Source: an optimization exercise on an open RTL-to-GDS flow (aim: small area, a short achievable clock period and few clock cycles). Production flows keep margins and buffers that such runs may drop.
Only simulation tests tie the RTL to the original design; equivalence was not proved.
Power figures rest on the tool's default switching activity, not on a simulated workload.

<file path="config.mk">
export PLATFORM = sky130hd
export DESIGN_NAME = exec_top
export DESIGN_NICKNAME = exec_top
export VERILOG_FILES = /design/flow/design.v
export SDC_FILE = /design/flow/constraint.sdc
export NUM_CORES = 4
export LEC_CHECK = 0
export ABC_AREA = 1
export CAP_MARGIN = 20
export CORE_MARGIN = 2
export CORE_UTILIZATION = 40
export PLACE_DENSITY = 0.6
export SETUP_SLACK_MARGIN = 2.5
export SLEW_MARGIN = 20
</file>
<file path="constraint.sdc">
create_clock -name core_clock -period 6.5 [get_ports {clk}]
set_input_delay 1.3000 -clock core_clock [delete_from_list [all_inputs] [get_ports {clk}]]
set_output_delay 1.3000 -clock core_clock [all_outputs]
set_load 0.01 [all_outputs]
</file>
<file path="design.v">
`timescale 1ns/1ps
`default_nettype none
package exec_pkg;
	localparam int XLEN = 32;
	localparam int SEL_W = 4;
	localparam int LINK_STEP = 4;
	typedef logic [XLEN-1:0] word_t;
	typedef enum logic [5:0] {
		OP_ADD, OP_SUB, OP_SLL, OP_SLT, OP_SLTU,
		OP_XOR, OP_SRL, OP_SRA, OP_OR, OP_AND,
		OP_ADDI, OP_SLTI, OP_SLTIU, OP_XORI, OP_ORI,
		OP_ANDI, OP_SLLI, OP_SRLI, OP_SRAI,
		OP_LB, OP_LH, OP_LW, OP_LBU, OP_LHU,
		OP_SB, OP_SH, OP_SW,
		OP_BEQ, OP_BNE, OP_BLT, OP_BGE, OP_BLTU, OP_BGEU,
		OP_JAL, OP_JALR, OP_LUI, OP_AUIPC
	} exec_op_e;
	typedef enum logic [2:0] {
		CLS_ALU, CLS_BRANCH, CLS_JUMP, CLS_LOAD, CLS_STORE, CLS_UPPER
	} op_class_e;
	typedef struct packed {
		exec_op_e op;
		word_t rs1;
		word_t rs2;
		word_t imm;
		word_t pc;
	} exec_issue_t;
	typedef struct packed {
		logic rd_we;
		word_t rd_data;
		logic jump_taken;
		word_t jump_target;
	} exec_result_t;
	typedef struct packed {
		logic cyc;
		logic stb;
		logic we;
		word_t adr;
		logic [SEL_W-1:0] sel;
		word_t dat;
	} wb_m2s_t;
	typedef struct packed {
		logic ack;
		word_t dat;
	} wb_s2m_t;
	function automatic op_class_e op_class(exec_op_e op);
		case (op)
			exec_pkg::OP_LB, exec_pkg::OP_LH, exec_pkg::OP_LW, exec_pkg::OP_LBU, exec_pkg::OP_LHU: op_class = exec_pkg::CLS_LOAD;
			exec_pkg::OP_SB, exec_pkg::OP_SH, exec_pkg::OP_SW: op_class = exec_pkg::CLS_STORE;
			exec_pkg::OP_BEQ, exec_pkg::OP_BNE, exec_pkg::OP_BLT, exec_pkg::OP_BGE, exec_pkg::OP_BLTU, exec_pkg::OP_BGEU: op_class = exec_pkg::CLS_BRANCH;
			exec_pkg::OP_JAL, exec_pkg::OP_JALR: op_class = exec_pkg::CLS_JUMP;
			exec_pkg::OP_LUI, exec_pkg::OP_AUIPC: op_class = exec_pkg::CLS_UPPER;
			default: op_class = exec_pkg::CLS_ALU;  
		endcase
	endfunction
endpackage
`default_nettype wire
`timescale 1ns/1ps
`default_nettype none
module exec_alu (
	input  exec_pkg::word_t rs1,
	input  exec_pkg::word_t rs2,
	input  exec_pkg::word_t imm,
	input  logic [4:0]      shamt,
	input  logic            sub_r,     
	input  logic            sh_left,
	input  logic            sh_arith,
	output exec_pkg::word_t sum_r,     
	output exec_pkg::word_t sum_i,     
	output logic            cout_r,    
	output logic            ltu_i,     
	output logic            lts_i,     
	output exec_pkg::word_t sh_r       
);
	logic [33:0] ar;
	assign ar = {1'b0, rs1, 1'b1} + {1'b0, rs2 ^ {32{sub_r}}, sub_r};
	assign sum_r = ar[32:1];
	assign cout_r = ar[33];
	assign sum_i = rs1 + imm;
	assign ltu_i = rs1 < imm;
	assign lts_i = $signed(rs1) < $signed(imm);
	exec_pkg::word_t sh_in;
	exec_pkg::word_t s0, s1, s2, s3, s4;
	logic fill;
	always_comb begin
		for (int i = 0; i < 32; i++)
			sh_in[i] = sh_left ? rs1[31-i] : rs1[i];
	end
	assign fill = sh_arith & rs1[31];
	assign s0 = shamt[0] ? {fill, sh_in[31:1]} : sh_in;
	assign s1 = shamt[1] ? {{2{fill}}, s0[31:2]} : s0;
	assign s2 = shamt[2] ? {{4{fill}}, s1[31:4]} : s1;
	assign s3 = shamt[3] ? {{8{fill}}, s2[31:8]} : s2;
	assign s4 = shamt[4] ? {{16{fill}}, s3[31:16]} : s3;
	assign sh_r = s4;
endmodule
`default_nettype wire
`timescale 1ns/1ps
`default_nettype none
module branch_unit (
	input  exec_pkg::word_t rs1,
	input  exec_pkg::word_t rs2,
	input  exec_pkg::word_t imm,
	input  exec_pkg::word_t pc,
	output logic            eq,
	output exec_pkg::word_t pc_imm,
	output exec_pkg::word_t link
);
	assign eq = rs1 == rs2;
	assign pc_imm = pc + imm;
	assign link = {pc[31:2] + 30'd1, pc[1:0]};
endmodule
`default_nettype wire
`timescale 1ns/1ps
`default_nettype none
module lsu_wb (
	input  logic [1:0]      size,      
	input  logic [1:0]      ea_lo,
	input  exec_pkg::word_t rs2,
	output logic [3:0]      sel,
	output exec_pkg::word_t dat,
	input  logic [3:0]      sel_q,
	input  logic            uns_q,
	input  exec_pkg::word_t wb_dat,
	output exec_pkg::word_t load_data
);
	always_comb begin
		case (size)
			2'd0: begin
				sel = 4'b0001 << ea_lo;
				dat = {4{rs2[7:0]}};
			end
			2'd1: begin
				sel = ea_lo[1] ? 4'b1100 : 4'b0011;
				dat = {2{rs2[15:0]}};
			end
			default: begin
				sel = 4'b1111;
				dat = rs2;
			end
		endcase
	end
	logic [7:0] b0, b1;
	logic byte_op, word_op, ext;
	assign byte_op = sel_q == 4'b0001 || sel_q == 4'b0010 || sel_q == 4'b0100 || sel_q == 4'b1000;
	assign word_op = sel_q[0] & sel_q[3];
	always_comb begin
		if (sel_q[0]) b0 = wb_dat[7:0];
		else if (sel_q[1]) b0 = wb_dat[15:8];
		else if (sel_q[2]) b0 = wb_dat[23:16];
		else b0 = wb_dat[31:24];
	end
	assign b1 = sel_q[0] ? wb_dat[15:8] : wb_dat[31:24];
	assign ext = !uns_q & (byte_op ? b0[7] : b1[7]);
	assign load_data[7:0] = b0;
	assign load_data[15:8] = byte_op ? {8{ext}} : b1;
	assign load_data[31:16] = word_op ? wb_dat[31:16] : {16{ext}};
endmodule
`default_nettype wire
`timescale 1ns/1ps
`default_nettype none
module exec_unit (
	input  logic         clk,
	input  logic         rst,
	input  logic         issue_valid,
	output logic         issue_ready,
	input  exec_pkg::exec_issue_t  issue,
	output logic         result_valid,
	output exec_pkg::exec_result_t result,
	output exec_pkg::wb_m2s_t      wb_m,
	input  exec_pkg::wb_s2m_t      wb_s
);
	logic [5:0] op;
	assign op = issue.op;
	function automatic logic is_op(logic [5:0] o, exec_pkg::exec_op_e c);
		is_op = o == 6'(c);
	endfunction
	logic imm_shift, sub_r, sh_left, sh_arith;
	logic is_mem, is_store, is_branch, is_jump, jalr, uns;
	logic [1:0] size;
	assign imm_shift = op[4];    
	assign sh_left = is_op(op, exec_pkg::OP_SLL) | is_op(op, exec_pkg::OP_SLLI);
	assign sh_arith = is_op(op, exec_pkg::OP_SRA) | is_op(op, exec_pkg::OP_SRAI);
	assign is_mem = op >= 6'(exec_pkg::OP_LB) && op <= 6'(exec_pkg::OP_SW);
	assign is_store = op >= 6'(exec_pkg::OP_SB) && op <= 6'(exec_pkg::OP_SW);
	assign is_branch = op >= 6'(exec_pkg::OP_BEQ) && op <= 6'(exec_pkg::OP_BGEU);
	assign jalr = is_op(op, exec_pkg::OP_JALR);
	assign is_jump = is_op(op, exec_pkg::OP_JAL) | jalr;
	assign uns = is_op(op, exec_pkg::OP_LBU) | is_op(op, exec_pkg::OP_LHU);
	always_comb begin
		case (op)
			6'(exec_pkg::OP_LB), 6'(exec_pkg::OP_LBU), 6'(exec_pkg::OP_SB): size = 2'd0;
			6'(exec_pkg::OP_LH), 6'(exec_pkg::OP_LHU), 6'(exec_pkg::OP_SH): size = 2'd1;
			default: size = 2'd2;
		endcase
	end
	assign sub_r = op[0] | op[2] | op[5];
	logic r_add, r_addi, r_slt, r_sltu, r_slti, r_sltiu;
	logic r_xor, r_xori, r_or, r_ori, r_and, r_andi;
	logic r_shr, r_shl, r_link, r_lui, r_auipc;
	assign r_add = is_op(op, exec_pkg::OP_ADD) | is_op(op, exec_pkg::OP_SUB);
	assign r_addi = is_op(op, exec_pkg::OP_ADDI);
	assign r_slt = is_op(op, exec_pkg::OP_SLT);
	assign r_sltu = is_op(op, exec_pkg::OP_SLTU);
	assign r_slti = is_op(op, exec_pkg::OP_SLTI);
	assign r_sltiu = is_op(op, exec_pkg::OP_SLTIU);
	assign r_xor = is_op(op, exec_pkg::OP_XOR);
	assign r_xori = is_op(op, exec_pkg::OP_XORI);
	assign r_or = is_op(op, exec_pkg::OP_OR);
	assign r_ori = is_op(op, exec_pkg::OP_ORI);
	assign r_and = is_op(op, exec_pkg::OP_AND);
	assign r_andi = is_op(op, exec_pkg::OP_ANDI);
	assign r_shr = is_op(op, exec_pkg::OP_SRL) | is_op(op, exec_pkg::OP_SRA)
		| is_op(op, exec_pkg::OP_SRLI) | is_op(op, exec_pkg::OP_SRAI);
	assign r_shl = sh_left;
	assign r_link = is_jump;
	assign r_lui = is_op(op, exec_pkg::OP_LUI);
	assign r_auipc = is_op(op, exec_pkg::OP_AUIPC);
	exec_pkg::word_t rs1, rs2, imm;
	assign rs1 = issue.rs1;
	assign rs2 = issue.rs2;
	assign imm = issue.imm;
	exec_pkg::word_t sum_r, sum_i, sh_r, pc_imm, link, sh_l;
	logic cout_r, ltu_i, lts_i, eq;
	exec_alu exec_alu_inst (
		.rs1      (rs1),
		.rs2      (rs2),
		.imm      (imm),
		.shamt    (imm_shift ? imm[4:0] : rs2[4:0]),
		.sub_r    (sub_r),
		.sh_left  (sh_left),
		.sh_arith (sh_arith),
		.sum_r    (sum_r),
		.sum_i    (sum_i),
		.cout_r   (cout_r),
		.ltu_i    (ltu_i),
		.lts_i    (lts_i),
		.sh_r     (sh_r)
	);
	branch_unit branch_unit_inst (
		.rs1    (rs1),
		.rs2    (rs2),
		.imm    (imm),
		.pc     (issue.pc),
		.eq     (eq),
		.pc_imm (pc_imm),
		.link   (link)
	);
	always_comb begin
		for (int i = 0; i < 32; i++)
			sh_l[i] = sh_r[31-i];
	end
	logic [3:0] sel_d;
	exec_pkg::word_t dat_d;
	logic busy;
	logic [3:0] sel_q;
	logic xfl_q;          
	logic jt_q;           
	logic rv_q;
	exec_pkg::word_t r1_q;    
	exec_pkg::word_t r2_q;    
	exec_pkg::word_t load_data;
	lsu_wb lsu_wb_inst (
		.size      (size),
		.ea_lo     (sum_i[1:0]),
		.rs2       (rs2),
		.sel       (sel_d),
		.dat       (dat_d),
		.sel_q     (sel_q),
		.uns_q     (jt_q),
		.wb_dat    (wb_s.dat),
		.load_data (load_data)
	);
	logic lt_flip, br_eq, br_lt, br_inv;
	assign lt_flip = (r_slt | is_op(op, exec_pkg::OP_BLT) | is_op(op, exec_pkg::OP_BGE)) & (rs1[31] ^ rs2[31]);
	assign br_eq = is_op(op, exec_pkg::OP_BEQ) | is_op(op, exec_pkg::OP_BNE);
	assign br_lt = is_branch & !br_eq;
	assign br_inv = !op[0];
	logic jt_d;
	logic slt_bit;
	exec_pkg::word_t early, r1_d, r2_d;
	assign jt_d = (is_mem & uns) | is_jump | (br_eq & (eq ^ br_inv))
		| (br_lt & (!cout_r ^ lt_flip ^ br_inv));
	assign slt_bit = ((r_slt | r_sltu) & (!cout_r ^ lt_flip))
		| (r_slti & lts_i) | (r_sltiu & ltu_i);
	assign early = ({32{r_xor}} & (rs1 ^ rs2))
		| ({32{r_xori}} & (rs1 ^ imm))
		| ({32{r_or}} & (rs1 | rs2))
		| ({32{r_ori}} & (rs1 | imm))
		| ({32{r_and}} & (rs1 & rs2))
		| ({32{r_andi}} & (rs1 & imm))
		| ({32{r_shr}} & sh_r)
		| ({32{r_shl}} & sh_l)
		| ({32{r_link}} & link)
		| ({32{r_lui}} & imm)
		| ({32{r_auipc}} & pc_imm)
		| ({32{is_mem}} & dat_d);
	assign r1_d = early
		| ({32{r_add}} & sum_r)
		| ({32{r_addi}} & sum_i)
		| {31'd0, slt_bit};
	assign r2_d = (is_mem | jalr) ? {sum_i[31:1], sum_i[0] & !jalr} : pc_imm;
	logic accept;
	logic done;
	assign done = busy & wb_s.ack;
	assign issue_ready = !busy | wb_s.ack;
	assign accept = issue_valid & issue_ready;
	always_ff @(posedge clk) begin
		if (rst) begin
			busy <= 1'b0;
			rv_q <= 1'b0;
		end else begin
			busy <= accept ? is_mem : (busy & !wb_s.ack);
			rv_q <= accept & !is_mem;
		end
	end
	always_ff @(posedge clk) begin
		if (issue_ready) begin
			r1_q <= r1_d;
			r2_q <= r2_d;
			sel_q <= sel_d;
			xfl_q <= is_mem ? is_store : !is_branch;
			jt_q <= jt_d;
		end
	end
	assign result_valid = rv_q | done;
	assign result.rd_we = busy ? !xfl_q : xfl_q;
	assign result.rd_data = busy ? load_data : r1_q;
	assign result.jump_taken = jt_q & !busy;
	assign result.jump_target = r2_q;
	assign wb_m = {busy, busy, xfl_q, r2_q[31:2], 2'b00, sel_q, r1_q};  
endmodule
`default_nettype wire
`timescale 1ns/1ps
`default_nettype none
module exec_top (
	input  logic        clk,
	input  logic        rst,
	input  logic        issue_valid,
	output logic        issue_ready,
	input  logic [5:0]  issue_op,
	input  logic [31:0] issue_rs1,
	input  logic [31:0] issue_rs2,
	input  logic [31:0] issue_imm,
	input  logic [31:0] issue_pc,
	output logic        result_valid,
	output logic        result_rd_we,
	output logic [31:0] result_rd_data,
	output logic        result_jump_taken,
	output logic [31:0] result_jump_target,
	output logic        wb_cyc,
	output logic        wb_stb,
	output logic        wb_we,
	output logic [31:0] wb_adr,
	output logic [3:0]  wb_sel,
	output logic [31:0] wb_dat_o,
	input  logic        wb_ack,
	input  logic [31:0] wb_dat_i
);
	exec_pkg::exec_issue_t issue;
	exec_pkg::exec_result_t result;
	exec_pkg::wb_m2s_t wb_m;
	exec_pkg::wb_s2m_t wb_s;
	assign issue = {exec_pkg::exec_op_e'(issue_op), issue_rs1, issue_rs2, issue_imm, issue_pc};
	assign {result_rd_we, result_rd_data, result_jump_taken, result_jump_target} = result;
	assign {wb_cyc, wb_stb, wb_we, wb_adr, wb_sel, wb_dat_o} = wb_m;
	assign wb_s = {wb_ack, wb_dat_i};
	exec_unit exec_unit_inst (
		.clk          (clk),
		.rst          (rst),
		.issue_valid  (issue_valid),
		.issue_ready  (issue_ready),
		.issue        (issue),
		.result_valid (result_valid),
		.result       (result),
		.wb_m         (wb_m),
		.wb_s         (wb_s)
	);
endmodule
`default_nettype wire
</file>
<file path="flow/run.sh">
#!/bin/bash
# The standard layout, with two changes: the port buffers are buf_2 cells
# instead of the resizer's default pick, and the adders are left to ABC
# instead of being mapped to the library's half and full adder cells.
# Each step's full log is in orfs/logs/; make's own output is in standard.log.
set -euo pipefail
bash standard.sh "BUFFER_PORTS_ARGS=-buffer_cell sky130_fd_sc_hd__buf_2" "ADDER_MAP_FILE=" finish > standard.log 2>&1
</file>
<file path="standard.sh">
#!/bin/bash
# synth_recipe.tcl (not shown) runs the flow's synth.tcl, then flattens the netlist and writes it again
# the make line also repeats each setting of config.mk as NAME=value (left out here)
make -C /OpenROAD-flow-scripts/flow DESIGN_CONFIG=/design/flow/config.mk WORK_HOME=/design/flow/orfs CLKGATE_MAP_FILE= SYNTH_SCRIPT=/design/flow/synth_recipe.tcl "${@:-finish}"
</file>
==> results.toml, run 1 <==
[run_status]
status = "finished clean"

[placement]
dp_cells = 4239
gp_congestion = 1.14
port_buffers = 306
dp_hpwl_um = 97600

[power]
finalPower_mw = 3.24
power.leakage_nw = 10.8
p_per_area_nw_per_um2 = 156
max-vdd-ir-drop_v = 0.000171

[setup_path]
crit_chain = "buf_2, or2_2, nand2_1, o21ai_0, a21oi_1, nand3_1, xor2_1, nor2_1, nor2_1, o2111ai_1"
cpMaxStageDelayCell = "a21oi_1"
startpoint_type = "input port"
path_max_fanout = 6
r2r_setup_slack_ns = 3.88
crit_end = "exec_unit_inst.r1_q[13]"
r2r-start = "exec_unit_inst.busy"
r2r_end = "exec_unit_inst.r1_q[10]"
startpoint = "issue_pc[12]"
cp_slowest_stage_delay_ns = 0.47
crit_required_ns = 6.53
path_common_cell = "nor2_1"
r2r_cells = 4
critPathKind = "input port to register"
arrival_ns = 4.08
cp-end-kind = "register"

[yosys]
yosysSeqAreaShare_pct = 11.9
syn_area_um2 = 18000
synthTopCellsByArea = "nand2_1 (20%), nand3_1 (17%), edfxtp_1 (12%), inv_1 (8.1%), nor2_1 (8.1%)"
synth_warnings = 3
synth_commonest_cells = "nand2_1 (954), nand3_1 (598), inv_1 (391)"
yosysMostFrequentCell = "nand2_1"
synth_cell_types = 64
syn_avg_cell_area_um2 = 5.18
synthCells = 3476
post-synth-top-area-fraction_pct = 19.9
ys_ff_latch = 72
synth-edff-count = 70
yosys.area.top_type = "nand2_1"
async_flop_share_pct = 0
synth_ff_type = "edfxtp_1"

[run]
drv_cap = 0

[finish]
fin_cells = 4302
areaGrowthSynthToFinish_pct = 15.2
final_layout_size_suffix_gt1_share_pct = 15.8
fin_nets = 3872
final_util_pct = 46.8

[floorplanning]
core_area_um2 = 44300
die_y_um = 216
core.rowCount = 77
die-area_um2 = 46700
io_pins = 309
start_util_pct = 40.6
die_w_um = 216

[global_routing]
grt_pass1_vias = 23200
gr-total-overflow = 0
antenna_found_initial = 6
grt_max_degree = 62
met3_usage_pct = 18.6
track_usage_pct = 47.4
grt_use_met2_pct = 63.7
grt_pass1_wl_um = 161000
met1_usage_pct = 63.1
busiest_layer = "met2"

[timing]
rsz0062_at_grt = "yes"
tightestPinTransition_ns = 1.23
post-route-period-util_pct = 62.4
maxSlewHeadroom_pct = 16.8
finalSetupViolCount = 0
hold_viol_final = 0
fmax_mhz = 247
setup_tns_ns = 0
min_period_ns = 4.05
skew_ns = 0.0116
finalMaxSlewViolations = 0
timing.hold.ws_ns = 1.11

[drt]
firstDrtPassIters = 11
dr.first_iter.drc_count = 4281
wl_um = 117000
wl_per_cell_um = 27.1
drc = 0
num_vias = 26900
viasPerCell = 6.25
ant_nets = 0

[worst_hold_path]
hold_class = "input port to register"

[clock_tree]
tritoncts = "done"
clk_root_buffer_cell = "clkbuf_16"
clkSinkCount = 72
clk_path_buf_depth = 2
numCtsBuffers = 9
clkLatencyLatePin_ns = 0.37
clk_pin_slew_ns = 0.07
htreeDepth = 3
-- power by group --
part / switching (mW) / internal [mW]
Clock: 0.223 / 0.340
Combinational: 1.45 / 0.547
Sequential: 0.0693 / 0.609
Total: 1.74 / 1.50
-- cells in the final DEF (no fill, tap or decap), types with 38 or more instances in the layout --
cell      Yosys  final
o21ai_0     169    160
o22ai_1      39     38
buf_4        37     65
a21oi_1     215    206
buf_2        31    301
edfxtp_1     70     70
nand2_1     954    947
nand3_1     598    595
nand4_1      52     52
inv_1       391    381
nor2_1      389    373
-- logic make-up after synthesis --
| group | count (synthesis) | synth area share, % |
|---|---|---|
| flops | 72 | 11.9 |
| simple gates | 2153 | 52.4 |
| xor+xnor | 59 | 2.87 |
| buf+inv | 596 | 13.7 |
| other cells | 1 | 0.0208 |
| mux | 1 | 0.0556 |
| compound gates | 594 | 19.0 |
-- final cells by class --
| type | count | area, um2 |
|---|---|---|
| fillers | 5096 | 23600 |
| multi-input cells | 2815 | 13800 |
| flip-flops and latches | 72 | 2150 |
| repair buffers | 375 | 2120 |
| inverters | 428 | 1650 |
| well taps | 592 | 741 |
| clock buffers | 9 | 225 |
| clock inverters | 7 | 101 |
| repair inverters | 1 | 7.51 |
| diodes | 3 | 7.51 |
-- worst min path at each step --
stage	start	to	slack, ns	cells past startpoint
detailed placement	rst	exec_unit_inst.busy	1.49	2
global route	rst	exec_unit_inst.busy	1.11	2
floorplan	rst	exec_unit_inst.busy	1.37	1
finish	rst	exec_unit_inst.busy	1.11	2
global placement	rst	exec_unit_inst.busy	1.49	2
CTS	rst	exec_unit_inst.busy	1.11	2
-- routing by layer --
metal | wire, um | vias up
li1 | - | 12100
met2 | 43900 | 2133
met3 | 18400 | 428
met1 | 45400 | 12200
met4 | 8770 | 6
met5 | 39 | -
-- registers in the layout, indices dropped and copies added, names as in the netlist --
| name | flops |
|---|---|
| exec_unit_inst.r2_q | 32 |
| exec_unit_inst.jt_q | 1 |
| exec_unit_inst.xfl_q | 1 |
| exec_unit_inst.rv_q | 1 |
| exec_unit_inst.r1_q | 32 |
| exec_unit_inst.sel_q | 4 |
| exec_unit_inst.busy | 1 |
-- worst max-delay path, delay by kind of cell --
family                    cells  cell delay (ns)
AOI/OAI and AO/OA             3             1.02
xor gates and xnor gates      1             0.34
buffers and inverters         1             0.14
and+or+nand+nor               5             1.28
-- timing repair --
| item | in CTS | in global routing |
|---|---|---|
| pin swaps | 3 | 16 |
| hold endpoints to repair | 0 | 0 |
| endpoints found under the setup margin | 59 | 57 |
| gates cloned | 2 | 5 |
| buffers inserted | 6 | 31 |
| gates resized for setup | 30 | 73 |
| hold buffers | 0 | 0 |
-- stage by stage --
stage,instance area [um2],setup slack (ns)
CTS,20200,2.49
floorplan,18000,2.78
finish,20700,2.45
global route,20700,2.42
detailed placement,19700,1.39
global placement,19700,1.45
Testbench counts, summed over its fixed seeds: cycles 27,965.
==> run 2: changes to the inputs <==
--- a/design.v
+++ b/design.v
@@ -116,34 +116,31 @@
 module lsu_wb (
 	input  logic [1:0]      size,      
 	input  logic [1:0]      ea_lo,
-	input  exec_pkg::word_t rs2,
 	output logic [3:0]      sel,
-	output exec_pkg::word_t dat,
 	input  logic [3:0]      sel_q,
 	input  logic            uns_q,
+	input  exec_pkg::word_t st_q,      
+	output exec_pkg::word_t dat_o,     
 	input  exec_pkg::word_t wb_dat,
 	output exec_pkg::word_t load_data
 );
 	always_comb begin
 		case (size)
-			2'd0: begin
-				sel = 4'b0001 << ea_lo;
-				dat = {4{rs2[7:0]}};
-			end
-			2'd1: begin
-				sel = ea_lo[1] ? 4'b1100 : 4'b0011;
-				dat = {2{rs2[15:0]}};
-			end
-			default: begin
-				sel = 4'b1111;
-				dat = rs2;
-			end
+			2'd0: sel = 4'b0001 << ea_lo;
+			2'd1: sel = ea_lo[1] ? 4'b1100 : 4'b0011;
+			default: sel = 4'b1111;
 		endcase
 	end
-	logic [7:0] b0, b1;
-	logic byte_op, word_op, ext;
-	assign byte_op = sel_q == 4'b0001 || sel_q == 4'b0010 || sel_q == 4'b0100 || sel_q == 4'b1000;
+	logic byte_op, half_op, word_op;
 	assign word_op = sel_q[0] & sel_q[3];
+	assign half_op = (sel_q[0] & sel_q[1] & !sel_q[3]) | (sel_q[3] & sel_q[2] & !sel_q[0]);
+	assign byte_op = !word_op & !half_op;
+	assign dat_o[7:0] = st_q[7:0];
+	assign dat_o[15:8] = byte_op ? st_q[7:0] : st_q[15:8];
+	assign dat_o[23:16] = word_op ? st_q[23:16] : st_q[7:0];
+	assign dat_o[31:24] = word_op ? st_q[31:24] : (half_op ? st_q[15:8] : st_q[7:0]);
+	logic [7:0] b0, b1;
+	logic ext;
 	always_comb begin
 		if (sel_q[0]) b0 = wb_dat[7:0];
 		else if (sel_q[1]) b0 = wb_dat[15:8];
@@ -196,26 +193,25 @@
 	end
 	assign sub_r = op[0] | op[2] | op[5];
 	logic r_add, r_addi, r_slt, r_sltu, r_slti, r_sltiu;
-	logic r_xor, r_xori, r_or, r_ori, r_and, r_andi;
-	logic r_shr, r_shl, r_link, r_lui, r_auipc;
+	logic r_logic, r_shr, r_shl, r_link, r_auipc;
 	assign r_add = is_op(op, exec_pkg::OP_ADD) | is_op(op, exec_pkg::OP_SUB);
 	assign r_addi = is_op(op, exec_pkg::OP_ADDI);
 	assign r_slt = is_op(op, exec_pkg::OP_SLT);
 	assign r_sltu = is_op(op, exec_pkg::OP_SLTU);
 	assign r_slti = is_op(op, exec_pkg::OP_SLTI);
 	assign r_sltiu = is_op(op, exec_pkg::OP_SLTIU);
-	assign r_xor = is_op(op, exec_pkg::OP_XOR);
-	assign r_xori = is_op(op, exec_pkg::OP_XORI);
-	assign r_or = is_op(op, exec_pkg::OP_OR);
-	assign r_ori = is_op(op, exec_pkg::OP_ORI);
-	assign r_and = is_op(op, exec_pkg::OP_AND);
-	assign r_andi = is_op(op, exec_pkg::OP_ANDI);
 	assign r_shr = is_op(op, exec_pkg::OP_SRL) | is_op(op, exec_pkg::OP_SRA)
 		| is_op(op, exec_pkg::OP_SRLI) | is_op(op, exec_pkg::OP_SRAI);
 	assign r_shl = sh_left;
 	assign r_link = is_jump;
-	assign r_lui = is_op(op, exec_pkg::OP_LUI);
 	assign r_auipc = is_op(op, exec_pkg::OP_AUIPC);
+	logic l_imm, l_pass, l_xor, l_and;
+	assign l_xor = is_op(op, exec_pkg::OP_XOR) | is_op(op, exec_pkg::OP_XORI);
+	assign l_and = is_op(op, exec_pkg::OP_AND) | is_op(op, exec_pkg::OP_ANDI);
+	assign l_pass = is_op(op, exec_pkg::OP_LUI) | is_store;
+	assign l_imm = is_op(op, exec_pkg::OP_XORI) | is_op(op, exec_pkg::OP_ORI)
+		| is_op(op, exec_pkg::OP_ANDI) | is_op(op, exec_pkg::OP_LUI);
+	assign r_logic = l_xor | l_and | l_pass | is_op(op, exec_pkg::OP_OR) | is_op(op, exec_pkg::OP_ORI);
 	exec_pkg::word_t rs1, rs2, imm;
 	assign rs1 = issue.rs1;
 	assign rs2 = issue.rs2;
@@ -251,7 +247,6 @@
 			sh_l[i] = sh_r[31-i];
 	end
 	logic [3:0] sel_d;
-	exec_pkg::word_t dat_d;
 	logic busy;
 	logic [3:0] sel_q;
 	logic xfl_q;          
@@ -260,14 +255,15 @@
 	exec_pkg::word_t r1_q;    
 	exec_pkg::word_t r2_q;    
 	exec_pkg::word_t load_data;
+	exec_pkg::word_t dat_o;
 	lsu_wb lsu_wb_inst (
 		.size      (size),
 		.ea_lo     (sum_i[1:0]),
-		.rs2       (rs2),
 		.sel       (sel_d),
-		.dat       (dat_d),
 		.sel_q     (sel_q),
 		.uns_q     (jt_q),
+		.st_q      (r1_q),
+		.dat_o     (dat_o),
 		.wb_dat    (wb_s.dat),
 		.load_data (load_data)
 	);
@@ -283,18 +279,15 @@
 		| (br_lt & (!cout_r ^ lt_flip ^ br_inv));
 	assign slt_bit = ((r_slt | r_sltu) & (!cout_r ^ lt_flip))
 		| (r_slti & lts_i) | (r_sltiu & ltu_i);
-	assign early = ({32{r_xor}} & (rs1 ^ rs2))
-		| ({32{r_xori}} & (rs1 ^ imm))
-		| ({32{r_or}} & (rs1 | rs2))
-		| ({32{r_ori}} & (rs1 | imm))
-		| ({32{r_and}} & (rs1 & rs2))
-		| ({32{r_andi}} & (rs1 & imm))
+	exec_pkg::word_t la, lb, lres;
+	assign la = l_pass ? '0 : rs1;
+	assign lb = l_imm ? imm : rs2;
+	assign lres = l_xor ? (la ^ lb) : (l_and ? (la & lb) : (la | lb));
+	assign early = ({32{r_logic}} & lres)
 		| ({32{r_shr}} & sh_r)
 		| ({32{r_shl}} & sh_l)
 		| ({32{r_link}} & link)
-		| ({32{r_lui}} & imm)
-		| ({32{r_auipc}} & pc_imm)
-		| ({32{is_mem}} & dat_d);
+		| ({32{r_auipc}} & pc_imm);
 	assign r1_d = early
 		| ({32{r_add}} & sum_r)
 		| ({32{r_addi}} & sum_i)
@@ -328,7 +321,7 @@
 	assign result.rd_data = busy ? load_data : r1_q;
 	assign result.jump_taken = jt_q & !busy;
 	assign result.jump_target = r2_q;
-	assign wb_m = {busy, busy, xfl_q, r2_q[31:2], 2'b00, sel_q, r1_q};  
+	assign wb_m = {busy, busy, xfl_q, r2_q[31:2], 2'b00, sel_q, dat_o};  
 endmodule
 `default_nettype wire
 `timescale 1ns/1ps
==> flow/run.sh (replaced) <==
#!/bin/bash
# The standard layout, with three changes:
# - synthesis is the standard flow's script, except that ABC maps the logic with
#   flow/abc_map.script (delay-targeted map with area recovery) instead of
#   ORFS's script; registers are mapped before ABC and are unchanged;
# - the adders are left to ABC instead of the library's adder cells;
# - the port buffers are buf_2 cells.
# Each step's full log is in orfs/logs/; make's own output is in standard.log.
set -euo pipefail
here=$(pwd)
{
  head -n 1 synth_recipe.tcl
  cat <<EOT
proc abc {args} {
  set out {}
  set skip 0
  foreach a \$args {
    if { \$skip } { set skip 0; continue }
    if { \$a eq "-script" } { set skip 1; continue }
    lappend out \$a
  }
  yosys abc -script $here/flow/abc_map.script {*}\$out
}
EOT
  tail -n +2 synth_recipe.tcl
} > synth_custom.tcl
bash standard.sh "SYNTH_SCRIPT=$here/synth_custom.tcl" "ADDER_MAP_FILE=" \
  "BUFFER_PORTS_ARGS=-buffer_cell sky130_fd_sc_hd__buf_2" finish > standard.log 2>&1
==> flow/abc_map.script (new file) <==
strash
dch
map -D 2000
topo
stime -c
buffer -c
upsize -D 2000 -c
dnsize -D 2000 -c
--- a/config.mk
+++ b/config.mk
@@ -5,7 +5,6 @@
 export SDC_FILE = /design/flow/constraint.sdc
 export NUM_CORES = 4
 export LEC_CHECK = 0
-export ABC_AREA = 1
 export CAP_MARGIN = 20
 export CORE_MARGIN = 2
 export CORE_UTILIZATION = 40
==> results.toml, run 2 <==
[finish]
largest_registers = "exec_unit_inst.r1_q x32, exec_unit_inst.r2_q x32, exec_unit_inst.sel_q x4"
fin_nets = 3264
final_cell_mix = "nand2_1 (477), nor2_1 (432), inv_1 (370)"
fin_cells = 3619
areaGrowthSynthToFinish_pct = 30.1
final_layout_size_suffix_gt1_share_pct = 25.7
final_common_cell = "nand2_1"

[timing]
setup_tns_ns = 0
finalSetupViolCount = 0
rsz0062_at_grt = "yes"
post-route-period-util_pct = 63.2
maxSlewHeadroom_pct = 22.9
fmax_mhz = 243
hold_viol_final = 0
min_period_ns = 4.11
finalMaxSlewViolations = 0
skew_ns = 0.0287
tightestPinTransition_ns = 1.16

[power]
switching_share_pct = 51.9
p_sw_mw = 1.73
max-vdd-ir-drop_v = 0.000132
p_comb_share_pct = 62.6
power.leakage_nw = 9.42
p_per_area_nw_per_um2 = 166
clockPowerShare_pct = 16.9
power_frac_seq_pct = 20.5
intPower_mw = 1.60

[yosys]
post-synth-top-area-fraction_pct = 13.6
yosys.area.top_type = "edfxtp_1"
synth_warnings = 3
synth_cell_types = 81
async_flop_share_pct = 0
yosysMostFrequentCell = "nand2_1"
syn_avg_cell_area_um2 = 5.59
yosysSeqAreaShare_pct = 13.9
synth_commonest_cells = "nand2_1 (498), nor2_1 (479), inv_1 (390)"
syn_area_um2 = 15500
synth-edff-count = 70
synthCells = 2764
synth_ff_type = "edfxtp_1"
ys_ff_latch = 72
synthTopCellsByArea = "edfxtp_1 (14%), nand2_1 (12%), nor2_1 (12%), inv_1 (9.5%), o21ai_0 (9.2%)"

[floorplanning]
core.rowCount = 72
die_w_um = 201
io_pins = 309
die-area_um2 = 40200
core_area_um2 = 38400
die_y_um = 201
start_util_pct = 40.3

[global_routing]
track_usage_pct = 43.0
grt_pass1_wl_um = 129000
grt_max_degree = 45
grt_pass1_vias = 19900
gr-total-overflow = 0
antenna_found_initial = 4

[worst_hold_path]
hold_class = "input port to register"

[setup_path]
arrival_ns = 4.21
critPathKind = "input port to register"
crit_required_ns = 6.60
critPathBufInv = 4
startpoint_type = "input port"
path_max_fanout = 7
crit_chain = "buf_12, nor3_4, buf_6, buf_12, xor2_2, inv_1, nor2_2, nor2_2, a21oi_1, o21ai_1, a21oi_2, o21ai_4, a21oi_4, o221ai_4, xor2_2, a21oi_1, o21ai_0, o2111ai_1"
cp_slowest_stage_delay_ns = 0.30
path_delay_family = "compound AO/OA/AOI/OAI gates"
r2r_setup_slack_ns = 4.21
cpMaxStageDelayCell = "a21oi_1"
cp-end-kind = "register"

[drt]
viasPerCell = 6.01
ant_nets = 0
firstDrtPassIters = 6
wl_per_cell_um = 25.2
num_vias = 21800
wl_um = 91400
drc = 0
dr.first_iter.drc_count = 2600

[placement]
dp_hpwl_um = 71400
port_buffers = 306
dp_cells = 3495
gp_congestion = 1.08

[clock_tree]
clkLatencyLatePin_ns = 0.41
tritoncts = "done"
clkSinkCount = 72
numCtsBuffers = 9
clk_path_buf_depth = 2
htreeDepth = 3
clk_pin_slew_ns = 0.06
clk_root_buffer_cell = "clkbuf_16"

[run]
drv_cap = 0

[run_status]
status = "finished clean"
-- run 2: changes by cell type in the layout (fill, tap and decap cells not counted), sizes merged, moves of 16 or more --
cell,previous run,this run
nand3,612,77
nand2,975,504
o21ai,196,321
buf,374,464
nor2,417,502
xor2,35,99
nand4,52,11
a21oi,218,245
inv,422,398
a22oi,3,25
o2111ai,14,32
or2,19,2
a2111oi,0,16
o22ai,39,23
-- run 2: worst register-to-register path, stage by stage (launching register included) --
cell,delay [ns]
dfxtp_1,0.30
buf_4,0.22
inv_1,0.11
nor2_1,0.06
clkinvlp_4,0.05
buf_4,0.51
buf_4,0.66
-- run 2: power groups by stage --
stage | registers [mW] | logic (mW) | clock network [mW]
after floorplan | 0.682 | 1.06 | 0
after global placement | 0.689 | 1.73 | 0
after detailed placement | 0.689 | 1.73 | 0
after CTS | 0.682 | 1.83 | 0.564
after global routing | 0.690 | 2.21 | 0.572
final | 0.685 | 2.09 | 0.562
-- run 2: through the flow --
step | power (mW) | setup slack, ns | hold slack (ns) | area, um2 | util (%)
after floorplan | 1.74 | 2.67 | 1.37 | 15500 | -
after global placement | 2.42 | 0.508 | 1.45 | 17300 | 45.2
after detailed placement | 2.42 | 0.392 | 1.48 | 17300 | 45.2
after CTS | 3.08 | 2.40 | 1.08 | 18500 | 48.2
after global routing | 3.47 | 2.21 | 1.10 | 20100 | 52.4
final | 3.33 | 2.39 | 1.09 | 20100 | 52.4
-- run 2: repair_timing --
item | CTS | global route
cloned | 4 | 2
pin swaps | 27 | 102
buffers inserted | 24 | 76
gates resized for setup | 160 | 278
hold buffers | 0 | 0
endpoints found under the setup margin | 69 | 76
-- run 2: cells by family after synthesis --
| logic type | after synthesis | synth area share, % |
|---|---|---|
| compound gates | 821 | 31.7 |
| xor+xnor | 119 | 6.94 |
| buf+inv | 568 | 15.2 |
| flops | 72 | 13.9 |
| mux | 13 | 0.842 |
| other cells | 1 | 0.0243 |
| simple gates | 1170 | 31.4 |
-- run 2: worst paths after layout --
kind	from	to	cells past startpoint
max reg2reg	exec_unit_inst.busy	exec_unit_inst.r1_q[25]	6
min	rst	exec_unit_inst.busy	2
min reg2reg	exec_unit_inst.busy	exec_unit_inst.busy	6
max	issue_op[5]	exec_unit_inst.jt_q	18
-- run 2: metal layers --
metal | GRT usage, % | routed length [um] | vias up
met5 | 0 | 0 | -
met3 | 9.25 | 10200 | 316
met2 | 67.8 | 39600 | 1532
met1 | 53.6 | 34600 | 10000
met4 | 26.7 | 6920 | 0
li1 | - | - | 9898
-- run 2: final cells by class --
class                      instances  area (um2)
sequential                        72        2140
clock buffer                      10         229
multi-input combinational       2129       12400
timing repair buffer             469        3030
inverter                         413        1580
tap                              518         648
antenna                            2        5.00
fill                            4007       18300
clock inverter                     6        60.1
Testbench counts of run 2, summed over its fixed seeds: cycles 27,965.
==> run 3: changes to the inputs <==
--- a/design.v
+++ b/design.v
@@ -139,19 +139,27 @@
 	assign dat_o[15:8] = byte_op ? st_q[7:0] : st_q[15:8];
 	assign dat_o[23:16] = word_op ? st_q[23:16] : st_q[7:0];
 	assign dat_o[31:24] = word_op ? st_q[31:24] : (half_op ? st_q[15:8] : st_q[7:0]);
-	logic [7:0] b0, b1;
-	logic ext;
-	always_comb begin
-		if (sel_q[0]) b0 = wb_dat[7:0];
-		else if (sel_q[1]) b0 = wb_dat[15:8];
-		else if (sel_q[2]) b0 = wb_dat[23:16];
-		else b0 = wb_dat[31:24];
-	end
-	assign b1 = sel_q[0] ? wb_dat[15:8] : wb_dat[31:24];
-	assign ext = !uns_q & (byte_op ? b0[7] : b1[7]);
-	assign load_data[7:0] = b0;
-	assign load_data[15:8] = byte_op ? {8{ext}} : b1;
-	assign load_data[31:16] = word_op ? wb_dat[31:16] : {16{ext}};
+	logic [3:0] b0_sel;       
+	logic b1_lo, b1_hi;       
+	logic [3:0] sgn_sel;      
+	logic hi_data;            
+	exec_pkg::word_t ext;
+	assign b0_sel = {sel_q[3] & !sel_q[2], sel_q[2] & !sel_q[1], sel_q[1] & !sel_q[0], sel_q[0]};
+	assign b1_lo = !byte_op & sel_q[0];
+	assign b1_hi = !byte_op & !sel_q[0];
+	assign sgn_sel = uns_q ? 4'b0000
+		: byte_op ? sel_q
+		: half_op ? {sel_q[3], 1'b0, sel_q[1], 1'b0}
+		: 4'b0000;
+	assign hi_data = word_op;
+	logic sign;
+	assign sign = |(sgn_sel & {wb_dat[31], wb_dat[23], wb_dat[15], wb_dat[7]});
+	assign ext = {32{sign}};
+	assign load_data[7:0] = ({8{b0_sel[0]}} & wb_dat[7:0]) | ({8{b0_sel[1]}} & wb_dat[15:8])
+		| ({8{b0_sel[2]}} & wb_dat[23:16]) | ({8{b0_sel[3]}} & wb_dat[31:24]);
+	assign load_data[15:8] = ({8{b1_lo}} & wb_dat[15:8]) | ({8{b1_hi}} & wb_dat[31:24])
+		| ({8{byte_op}} & ext[15:8]);
+	assign load_data[31:16] = ({16{hi_data}} & wb_dat[31:16]) | ({16{!hi_data}} & ext[31:16]);
 endmodule
 `default_nettype wire
 `timescale 1ns/1ps
--- a/flow/run.sh
+++ b/flow/run.sh
@@ -4,7 +4,9 @@
 #   flow/abc_map.script (delay-targeted map with area recovery) instead of
 #   ORFS's script; registers are mapped before ABC and are unchanged;
 # - the adders are left to ABC instead of the library's adder cells;
-# - the port buffers are buf_2 cells.
+# - the port buffers are buf_2 cells;
+# - after clock tree synthesis, timing repair works only on the worst 5% of
+#   the failing endpoints (TNS_END_PERCENT 5) to keep the area down.
 # Each step's full log is in orfs/logs/; make's own output is in standard.log.
 set -euo pipefail
 here=$(pwd)
@@ -24,5 +26,7 @@
 EOT
   tail -n +2 synth_recipe.tcl
 } > synth_custom.tcl
-bash standard.sh "SYNTH_SCRIPT=$here/synth_custom.tcl" "ADDER_MAP_FILE=" \
-  "BUFFER_PORTS_ARGS=-buffer_cell sky130_fd_sc_hd__buf_2" finish > standard.log 2>&1
+args=("SYNTH_SCRIPT=$here/synth_custom.tcl" "ADDER_MAP_FILE="
+  "BUFFER_PORTS_ARGS=-buffer_cell sky130_fd_sc_hd__buf_2")
+bash standard.sh "${args[@]}" cts > standard.log 2>&1
+bash standard.sh "${args[@]}" "TNS_END_PERCENT=5" finish >> standard.log 2>&1
==> flow/abc_map.script (replaced) <==
strash
dch
map -D 1700
topo
stime -c
buffer -c
upsize -D 1700 -c
dnsize -D 1700 -c
--- a/config.mk
+++ b/config.mk
@@ -9,5 +9,5 @@
 export CORE_MARGIN = 2
 export CORE_UTILIZATION = 40
 export PLACE_DENSITY = 0.6
-export SETUP_SLACK_MARGIN = 2.5
+export SETUP_SLACK_MARGIN = 2.75
 export SLEW_MARGIN = 20
==> results.toml, run 3 <==
[placement]
dp_hpwl_um = 73900
dp_slack_ns = 0.871
port_buffers = 306
gp_congestion = 1.09
dp_cells = 3540

[yosys]
synth_cell_types = 77
async_flop_share_pct = 0
yosysMostFrequentCell = "nand2_1"
post-synth-top-area-fraction_pct = 13.4
syn_area_um2 = 15800
synth-edff-count = 70
syn_avg_cell_area_um2 = 5.60
yosysSeqAreaShare_pct = 13.5
synth_warnings = 3
ys_ff_latch = 72
synthCells = 2825
synthTopCellsByArea = "nand2_1 (13%), edfxtp_1 (13%), nor2_1 (11%), inv_1 (8.7%), o21ai_0 (8.2%)"
synth_commonest_cells = "nand2_1 (566), nor2_1 (445), inv_1 (365)"
synth_ff_type = "edfxtp_1"
yosys.area.top_type = "nand2_1"

[finish]
seqCellArea_um2 = 2140
fin_cells = 3638
fin_nets = 3282
final_layout_size_suffix_gt1_share_pct = 24.7
multi_input_area_um2 = 12900
final_cell_mix = "nand2_1 (531), nor2_1 (394), inv_1 (339)"
final_common_cell = "nand2_1"
nFillCells = 4065
largest_registers = "exec_unit_inst.r1_q x32, exec_unit_inst.r2_q x32, exec_unit_inst.sel_q x4"
areaGrowthSynthToFinish_pct = 27.9

[power]
p_comb_share_pct = 62.2
max-vdd-ir-drop_v = 0.000136
p_per_area_nw_per_um2 = 167
intPower_mw = 1.60
p_sw_mw = 1.78
power_frac_seq_pct = 20.5
switching_share_pct = 52.7
power.leakage_nw = 9.27
clockPowerShare_pct = 17.2

[worst_hold_path]
whs_endpoint = "exec_unit_inst.rv_q"
hold_class = "input port to register"
hp-start = "rst"
hold_depth = 2

[setup_path]
r2r_cells = 4
cpMaxStageDelayCell = "or4_1"
path_common_cell = "nand4_1"
startpoint_type = "input port"
path_max_fanout = 6
crit_required_ns = 6.61
r2r_setup_slack_ns = 4.17
cp_slowest_stage_delay_ns = 0.75
arrival_ns = 4.00
critPathKind = "input port to register"
cp-end-kind = "register"
critPathBufInv = 2
crit_chain = "buf_2, xor2_1, inv_1, nand4_1, or4_1, nor3_1, a21oi_1, o21ai_0, nand4_1"
path_delay_family = "simple AND/OR/NAND/NOR gates"
r2r_end = "exec_unit_inst.r2_q[29]"
r2r-start = "exec_unit_inst.busy"

[drt]
num_vias = 22300
wl_um = 93900
viasPerCell = 6.14
wl_per_cell_um = 25.8
dr.first_iter.drc_count = 2437
drc = 0
ant_nets = 0
firstDrtPassIters = 9

[timing]
post-route-period-util_pct = 59.9
tightestPinTransition_ns = 0.903
min_period_ns = 3.89
finalSetupViolCount = 0
setup_ws_ns = 2.61
hold_viol_final = 0
rsz0062_at_grt = "yes"
skew_ns = 0.0280
maxSlewHeadroom_pct = 39.2
finalMaxSlewViolations = 0
fmax_mhz = 257
setup_tns_ns = 0

[floorplanning]
core_area_um2 = 38800
die_w_um = 203
die_y_um = 203
die-area_um2 = 41200
io_pins = 309
start_util_pct = 40.8
core.rowCount = 72

[global_routing]
met1_usage_pct = 55.9
busiest_layer = "met2"
grt_max_degree = 53
gr-total-overflow = 0
grt_use_met2_pct = 67.6
met3_usage_pct = 9.29
track_usage_pct = 44.2
grt_pass1_vias = 20700
grt_pass1_wl_um = 135000
antenna_found_initial = 10

[clock_tree]
clk_pin_slew_ns = 0.06
ctsHoldBuffers = 0
clk_root_buffer_cell = "clkbuf_16"
clkSinkCount = 72
numCtsBuffers = 9
htreeDepth = 3
tritoncts = "done"
clkLatencyLatePin_ns = 0.41
clk_path_buf_depth = 2

[run]
drv_cap = 0

[run_status]
status = "finished clean"
-- run 3: cell count changes in the layout (fill, tap and decap cells not counted), sizes merged, moves of 21 or more --
cell   delta
nand3    +40
buf      -43
inv      -37
nor2     -40
nand2    +66
nand4    +21
-- run 3: per-stage QoR --
stage | area [um2] | hold slack, ns | power (mW) | utilization [%]
floorplan | 15800 | 1.37 | 1.80 | -
global placement | 17600 | 1.37 | 2.50 | 45.3
detailed placement | 17600 | 1.39 | 2.50 | 45.3
CTS | 19500 | 1.09 | 3.23 | 50.2
global route | 20200 | 1.12 | 3.53 | 52.1
finish | 20200 | 1.10 | 3.39 | 52.1
-- run 3: per-layer routing --
| metal | vias to the layer above | part of all wire (%) |
|---|---|---|
| li1 | 10100 | - |
| met1 | 10300 | 39 |
| met2 | 1501 | 42 |
| met3 | 372 | 11 |
| met4 | 10 | 8.1 |
| met5 | - | 0.069 |
-- run 3: cell type report --
type | count | area share [%]
antenna | 3 | 0.0371
clock inverter | 6 | 0.340
timing repair buffer | 426 | 13.4
inverter | 380 | 7.41
sequential | 72 | 10.6
clock buffer | 10 | 1.13
multi-input combinational | 2223 | 63.9
tap | 518 | 3.20
-- run 3: worst max path at each step --
stage                                  from                       to  slack [ns]  cells after the start
detailed placement  exec_unit_inst.sel_q[0]       result_rd_data[19]        0.87                     12
finish                        issue_rs1[31]      exec_unit_inst.jt_q        2.61                      9
CTS                 exec_unit_inst.sel_q[0]       result_rd_data[19]        2.74                     11
global placement                issue_op[0]  exec_unit_inst.r1_q[16]        0.76                     16
global route                    issue_pc[3]  exec_unit_inst.r1_q[31]        2.56                     15
floorplan                       issue_op[5]      exec_unit_inst.jt_q        2.82                     16
-- run 3: cells by family after synthesis --
kind of cell,Yosys count,synth area share [%]
buffers and inverters,534,14.2
multiplexers,12,0.759
XOR/XNOR,118,6.81
other,1,0.0237
AND/OR/NAND/NOR,1286,33.9
AO/OA/AOI/OAI,802,30.7
flip-flops,72,13.5
-- run 3: power groups by stage --
stage	registers [mW]	logic [mW]	clock network (mW)
after floorplan	0.692	1.10	0
after global placement	0.702	1.79	0
after detailed placement	0.702	1.79	0
after CTS	0.691	1.96	0.582
after global routing	0.699	2.23	0.593
final	0.695	2.11	0.584
-- run 3: worst register-to-register path, delay by kind of cell (launching register included) --
| kind | cells | cell delay [ns] |
|---|---|---|
| AND/OR/NAND/NOR | 1 | 0.24 |
| flip-flops | 1 | 0.30 |
| buffers and inverters | 3 | 1.39 |
-- run 3: timing repair --
item / 4_1_cts / 5_1_grt
gates cloned: 6 / 1
resized for setup: 269 / 175
pin swaps: 55 / 57
endpoints found under the setup margin: 89 / 66
buffers inserted: 60 / 12
Testbench counts of run 3, summed over its fixed seeds: cycles 27,965.
==> run 4: changes to the inputs <==
--- a/design.v
+++ b/design.v
@@ -67,7 +67,8 @@
 	input  logic            sh_arith,
 	output exec_pkg::word_t sum_r,     
 	output exec_pkg::word_t sum_i,     
-	output logic            cout_r,    
+	output logic            ltu_r,     
+	output logic            lts_r,     
 	output logic            ltu_i,     
 	output logic            lts_i,     
 	output exec_pkg::word_t sh_r       
@@ -75,7 +76,8 @@
 	logic [33:0] ar;
 	assign ar = {1'b0, rs1, 1'b1} + {1'b0, rs2 ^ {32{sub_r}}, sub_r};
 	assign sum_r = ar[32:1];
-	assign cout_r = ar[33];
+	assign ltu_r = rs1 < rs2;
+	assign lts_r = $signed(rs1) < $signed(rs2);
 	assign sum_i = rs1 + imm;
 	assign ltu_i = rs1 < imm;
 	assign lts_i = $signed(rs1) < $signed(imm);
@@ -116,9 +118,15 @@
 module lsu_wb (
 	input  logic [1:0]      size,      
 	input  logic [1:0]      ea_lo,
+	input  logic            uns,
 	output logic [3:0]      sel,
+	output logic [3:0]      sgn,       
+	output logic            byte_op,
+	output logic            word_op,
 	input  logic [3:0]      sel_q,
-	input  logic            uns_q,
+	input  logic [3:0]      sgn_q,
+	input  logic            byte_q,
+	input  logic            word_q,
 	input  exec_pkg::word_t st_q,      
 	output exec_pkg::word_t dat_o,     
 	input  exec_pkg::word_t wb_dat,
@@ -131,35 +139,31 @@
 			default: sel = 4'b1111;
 		endcase
 	end
-	logic byte_op, half_op, word_op;
-	assign word_op = sel_q[0] & sel_q[3];
-	assign half_op = (sel_q[0] & sel_q[1] & !sel_q[3]) | (sel_q[3] & sel_q[2] & !sel_q[0]);
-	assign byte_op = !word_op & !half_op;
+	assign byte_op = size == 2'd0;
+	assign word_op = size == 2'd2;
+	always_comb begin
+		sgn = 4'b0000;
+		if (!uns) begin
+			if (byte_op) sgn = sel;
+			else if (!word_op) sgn = ea_lo[1] ? 4'b1000 : 4'b0010;
+		end
+	end
 	assign dat_o[7:0] = st_q[7:0];
-	assign dat_o[15:8] = byte_op ? st_q[7:0] : st_q[15:8];
-	assign dat_o[23:16] = word_op ? st_q[23:16] : st_q[7:0];
-	assign dat_o[31:24] = word_op ? st_q[31:24] : (half_op ? st_q[15:8] : st_q[7:0]);
+	assign dat_o[15:8] = byte_q ? st_q[7:0] : st_q[15:8];
+	assign dat_o[23:16] = word_q ? st_q[23:16] : st_q[7:0];
+	assign dat_o[31:24] = word_q ? st_q[31:24] : (byte_q ? st_q[7:0] : st_q[15:8]);
 	logic [3:0] b0_sel;       
 	logic b1_lo, b1_hi;       
-	logic [3:0] sgn_sel;      
-	logic hi_data;            
-	exec_pkg::word_t ext;
-	assign b0_sel = {sel_q[3] & !sel_q[2], sel_q[2] & !sel_q[1], sel_q[1] & !sel_q[0], sel_q[0]};
-	assign b1_lo = !byte_op & sel_q[0];
-	assign b1_hi = !byte_op & !sel_q[0];
-	assign sgn_sel = uns_q ? 4'b0000
-		: byte_op ? sel_q
-		: half_op ? {sel_q[3], 1'b0, sel_q[1], 1'b0}
-		: 4'b0000;
-	assign hi_data = word_op;
 	logic sign;
-	assign sign = |(sgn_sel & {wb_dat[31], wb_dat[23], wb_dat[15], wb_dat[7]});
-	assign ext = {32{sign}};
+	assign b0_sel = {sel_q[3] & !sel_q[2], sel_q[2] & !sel_q[1], sel_q[1] & !sel_q[0], sel_q[0]};
+	assign b1_lo = !byte_q & sel_q[0];
+	assign b1_hi = !byte_q & !sel_q[0];
+	assign sign = |(sgn_q & {wb_dat[31], wb_dat[23], wb_dat[15], wb_dat[7]});
 	assign load_data[7:0] = ({8{b0_sel[0]}} & wb_dat[7:0]) | ({8{b0_sel[1]}} & wb_dat[15:8])
 		| ({8{b0_sel[2]}} & wb_dat[23:16]) | ({8{b0_sel[3]}} & wb_dat[31:24]);
 	assign load_data[15:8] = ({8{b1_lo}} & wb_dat[15:8]) | ({8{b1_hi}} & wb_dat[31:24])
-		| ({8{byte_op}} & ext[15:8]);
-	assign load_data[31:16] = ({16{hi_data}} & wb_dat[31:16]) | ({16{!hi_data}} & ext[31:16]);
+		| ({8{byte_q & sign}});
+	assign load_data[31:16] = word_q ? wb_dat[31:16] : {16{sign}};
 endmodule
 `default_nettype wire
 `timescale 1ns/1ps
@@ -199,7 +203,7 @@
 			default: size = 2'd2;
 		endcase
 	end
-	assign sub_r = op[0] | op[2] | op[5];
+	assign sub_r = op[0];
 	logic r_add, r_addi, r_slt, r_sltu, r_slti, r_sltiu;
 	logic r_logic, r_shr, r_shl, r_link, r_auipc;
 	assign r_add = is_op(op, exec_pkg::OP_ADD) | is_op(op, exec_pkg::OP_SUB);
@@ -225,7 +229,7 @@
 	assign rs2 = issue.rs2;
 	assign imm = issue.imm;
 	exec_pkg::word_t sum_r, sum_i, sh_r, pc_imm, link, sh_l;
-	logic cout_r, ltu_i, lts_i, eq;
+	logic ltu_r, lts_r, ltu_i, lts_i, eq;
 	exec_alu exec_alu_inst (
 		.rs1      (rs1),
 		.rs2      (rs2),
@@ -236,7 +240,8 @@
 		.sh_arith (sh_arith),
 		.sum_r    (sum_r),
 		.sum_i    (sum_i),
-		.cout_r   (cout_r),
+		.ltu_r    (ltu_r),
+		.lts_r    (lts_r),
 		.ltu_i    (ltu_i),
 		.lts_i    (lts_i),
 		.sh_r     (sh_r)
@@ -255,6 +260,8 @@
 			sh_l[i] = sh_r[31-i];
 	end
 	logic [3:0] sel_d;
+	logic [3:0] sgn_d, sgn_q;    
+	logic byte_d, byte_q, word_d, word_q;
 	logic busy;
 	logic [3:0] sel_q;
 	logic xfl_q;          
@@ -267,26 +274,31 @@
 	lsu_wb lsu_wb_inst (
 		.size      (size),
 		.ea_lo     (sum_i[1:0]),
+		.uns       (uns),
 		.sel       (sel_d),
+		.sgn       (sgn_d),
+		.byte_op   (byte_d),
+		.word_op   (word_d),
 		.sel_q     (sel_q),
-		.uns_q     (jt_q),
+		.sgn_q     (sgn_q),
+		.byte_q    (byte_q),
+		.word_q    (word_q),
 		.st_q      (r1_q),
 		.dat_o     (dat_o),
 		.wb_dat    (wb_s.dat),
 		.load_data (load_data)
 	);
-	logic lt_flip, br_eq, br_lt, br_inv;
-	assign lt_flip = (r_slt | is_op(op, exec_pkg::OP_BLT) | is_op(op, exec_pkg::OP_BGE)) & (rs1[31] ^ rs2[31]);
+	logic br_eq, br_lts, br_ltu, br_inv;
 	assign br_eq = is_op(op, exec_pkg::OP_BEQ) | is_op(op, exec_pkg::OP_BNE);
-	assign br_lt = is_branch & !br_eq;
+	assign br_lts = is_op(op, exec_pkg::OP_BLT) | is_op(op, exec_pkg::OP_BGE);
+	assign br_ltu = is_op(op, exec_pkg::OP_BLTU) | is_op(op, exec_pkg::OP_BGEU);
 	assign br_inv = !op[0];
 	logic jt_d;
 	logic slt_bit;
 	exec_pkg::word_t early, r1_d, r2_d;
 	assign jt_d = (is_mem & uns) | is_jump | (br_eq & (eq ^ br_inv))
-		| (br_lt & (!cout_r ^ lt_flip ^ br_inv));
-	assign slt_bit = ((r_slt | r_sltu) & (!cout_r ^ lt_flip))
-		| (r_slti & lts_i) | (r_sltiu & ltu_i);
+		| (br_lts & (lts_r ^ br_inv)) | (br_ltu & (ltu_r ^ br_inv));
+	assign slt_bit = (r_slt & lts_r) | (r_sltu & ltu_r) | (r_slti & lts_i) | (r_sltiu & ltu_i);
 	exec_pkg::word_t la, lb, lres;
 	assign la = l_pass ? '0 : rs1;
 	assign lb = l_imm ? imm : rs2;
@@ -320,6 +332,9 @@
 			r1_q <= r1_d;
 			r2_q <= r2_d;
 			sel_q <= sel_d;
+			sgn_q <= sgn_d;
+			byte_q <= byte_d;
+			word_q <= word_d;
 			xfl_q <= is_mem ? is_store : !is_branch;
 			jt_q <= jt_d;
 		end
--- a/flow/run.sh
+++ b/flow/run.sh
@@ -1,5 +1,5 @@
 #!/bin/bash
-# The standard layout, with three changes:
+# The standard layout, with these changes:
 # - synthesis is the standard flow's script, except that ABC maps the logic with
 #   flow/abc_map.script (delay-targeted map with area recovery) instead of
 #   ORFS's script; registers are mapped before ABC and are unchanged;
--- a/config.mk
+++ b/config.mk
@@ -9,5 +9,5 @@
 export CORE_MARGIN = 2
 export CORE_UTILIZATION = 40
 export PLACE_DENSITY = 0.6
-export SETUP_SLACK_MARGIN = 2.75
+export SETUP_SLACK_MARGIN = 2.5
 export SLEW_MARGIN = 20
==> results.toml, run 4 <==
[yosys]
synth_ff_type = "edfxtp_1"
synthSimpleGateAreaFrac_pct = 34.6
synth-edff-count = 76
synth_xor_area_share_pct = 5.04
syn_area_um2 = 15800
synthCells = 2848
synthAdderAreaFrac_pct = 0
ys_ff_latch = 78
async_flop_share_pct = 0
synth_warnings = 3
synth_cell_types = 75
synth_commonest_cells = "nand2_1 (627), nor2_1 (461), inv_1 (335)"
synthMuxAreaShare_pct = 0.696
synth_top_family_by_area = "simple AND/OR/NAND/NOR gates"
syn_avg_cell_area_um2 = 5.56
yosysMostFrequentCell = "nand2_1"
yosys.area.top_type = "nand2_1"
synth_compound_area_share_pct = 31.4
yosysSeqAreaShare_pct = 14.7
synthTopCellsByArea = "nand2_1 (15%), edfxtp_1 (14%), nor2_1 (11%), inv_1 (7.9%), o21ai_0 (7.6%)"
post-synth-top-area-fraction_pct = 14.9

[clock_tree]
numCtsBuffers = 9
clk_path_buf_depth = 2
clk_pin_slew_ns = 0.07
clkSinkCount = 78
clk_root_buffer_cell = "clkbuf_16"
tritoncts = "done"
ctsHoldBuffers = 0
clkLatencyLatePin_ns = 0.40
htreeDepth = 3

[power]
p_per_area_nw_per_um2 = 171
power_frac_seq_pct = 23.0
intPower_mw = 1.58
p_sw_mw = 1.65
max-vdd-ir-drop_v = 0.000151
p_comb_share_pct = 58.2
clockPowerShare_pct = 18.8
power.leakage_nw = 8.76
switching_share_pct = 51.0

[drt]
viasPerCell = 6.11
wl_per_cell_um = 24.7
dr.first_iter.drc_count = 2629
drc = 0
num_vias = 22200
ant_nets = 0
wl_um = 89700
firstDrtPassIters = 6

[finish]
seqCellArea_um2 = 2320
fin_cells = 3627
areaGrowthSynthToFinish_pct = 19.1
nFillCells = 4209
largest_registers = "exec_unit_inst.r1_q x32, exec_unit_inst.r2_q x32"
final_layout_size_suffix_gt1_share_pct = 18.7
fin_nets = 3272
post-route-cell-area_um2 = 18800
final_util_pct = 48.5
final_common_cell = "nand2_1"
multi_input_area_um2 = 12000
final_cell_mix = "nand2_1 (622), nor2_1 (440), inv_1 (328)"

[setup_path]
startpoint_type = "input port"
arrival_ns = 4.14
critPathKind = "input port to register"
crit_required_ns = 6.57
cp-end-kind = "register"
path_max_fanout = 5

[floorplanning]
core_area_um2 = 38800
die_w_um = 203
core.rowCount = 72
start_util_pct = 40.8
die-area_um2 = 41200
die_y_um = 203
io_pins = 309

[placement]
port_buffers = 306
dp_hpwl_um = 71400
dp_cells = 3564
gp_congestion = 1.02
placed_area_um2 = 17500

[timing]
maxSlewHeadroom_pct = 33.1
rsz0062_at_grt = "yes"
tightestPinTransition_ns = 0.996
hold_viol_final = 0
finalMaxSlewViolations = 0
min_period_ns = 4.07
skew_ns = 0.0141
setup_tns_ns = 0
post-route-period-util_pct = 62.7
finalSetupViolCount = 0
fmax_mhz = 245

[global_routing]
track_usage_pct = 42.0
grt_max_degree = 50
antenna_found_initial = 2
gr-total-overflow = 0
grt_pass1_vias = 20300
grt_pass1_wl_um = 128000

[run_status]
status = "finished clean"

[run]
drv_cap = 0

[worst_hold_path]
hold_class = "input port to register"
run 4: kinds of logic (layout without fill, tap and decap cells):
kind of cell           count (synthesis)  after routing
AND/OR/NAND/NOR                     1330           1330
AO/OA/AOI/OAI                        835            836
buffers and inverters                502            759
XOR/XNOR                              91             91
flip-flops                            78             78
multiplexers                          11             11
other                                  1              4
run 4: worst max-delay path, stage by stage:
cell	delay, ns
buf_2	0.12
inv_1	0.17
nor2_1	0.09
nor2_1	0.21
nand2_1	0.15
o221ai_4	0.29
a31oi_1	0.22
o21ai_2	0.18
buf_4	0.17
a21oi_2	0.10
o21ai_1	0.30
xor2_1	0.21
a221oi_1	0.33
o2111ai_1	0.30
run 4: timing repair:
item                       in CTS  in global routing
gates resized for setup        82                 78
cloned                          2                  0
pin swaps                      16                 18
setup buffers                  30                 13
setup endpoints to repair      43                 39
run 4: power groups by stage:
stage / Clock [mW] / Combinational, mW / Sequential [mW]
final: 0.606 / 1.88 / 0.744
after global routing: 0.619 / 2.01 / 0.749
after CTS: 0.611 / 1.77 / 0.740
after detailed placement: 0 / 1.71 / 0.749
after global placement: 0 / 1.71 / 0.747
after floorplan: 0 / 1.08 / 0.726
run 4: worst paths after layout:
path	from	end	slack [ns]	cells past startpoint
worst max register to register	exec_unit_inst.busy	exec_unit_inst.r1_q[0]	3.15	6
worst min-delay path	rst	exec_unit_inst.rv_q	1.09	2
worst min register to register	exec_unit_inst.busy	exec_unit_inst.busy	1.83	5
worst max-delay path	issue_imm[3]	exec_unit_inst.r1_q[24]	2.43	14
run 4: per-stage QoR:
step	hold WS, ns	setup slack [ns]	total power, mW
5_1_grt	1.09	2.35	3.38
4_1_cts	1.08	2.48	3.12
3_3_place_gp	1.47	1.19	2.46
6_report	1.09	2.43	3.23
2_1_floorplan	1.37	2.76	1.80
3_5_place_dp	1.49	1.21	2.46
run 4: metal layers:
layer,wire length [um],GRT usage [%]
met1,34100,51.7
met2,39700,67.2
met3,9770,8.81
met4,6190,25.5
met5,0,0
run 4: area by class of cell:
class,instances,share of cell area (%)
Timing Repair inverter,1,0.0398
Inverter,357,7.26
Clock buffer,12,1.25
Clock inverter,4,0.392
Multi-Input combinational cell,2270,63.4
Tap cell,518,3.44
Antenna cell,2,0.0266
Timing Repair Buffer,385,11.8
Sequential cell,78,12.3
Testbench counts of run 4, summed over its fixed seeds: cycles 27,965.

==> what the ideal ports hide <==
No port has a modelled driver above. Below, the same layouts with a new extraction and two added sets of constraints. Step 1: set_driving_cell puts a clkbuf_16 on clk and a buf_2 on each other input, an assumption about the parent block. Step 2 times the ports against the registers' clock, not the clock port: input delays grow and output delays shrink by t, the midpoint of the rising clock arrivals with the driver on. Three values: ideal, step 1, step 2; two values: the first two.
run | t (ns) | slack for setup (ns) | pins driven straight from the clock port
run 1 | 0.417 | 2.447 / 2.473 / 2.056 | 1
run 2 | 0.458 | 2.391 / 2.403 / 1.945 | 1
run 3 | 0.454 | 2.608 / 2.636 / 2.183 | 1
run 4 | 0.452 | 2.426 / 2.460 / 2.008 | 1
After both steps setup and hold are still met in every run listed. The setup slack of run 2, which loses most, moves by +0.012 ns with the drivers and by -0.446 ns with both steps.
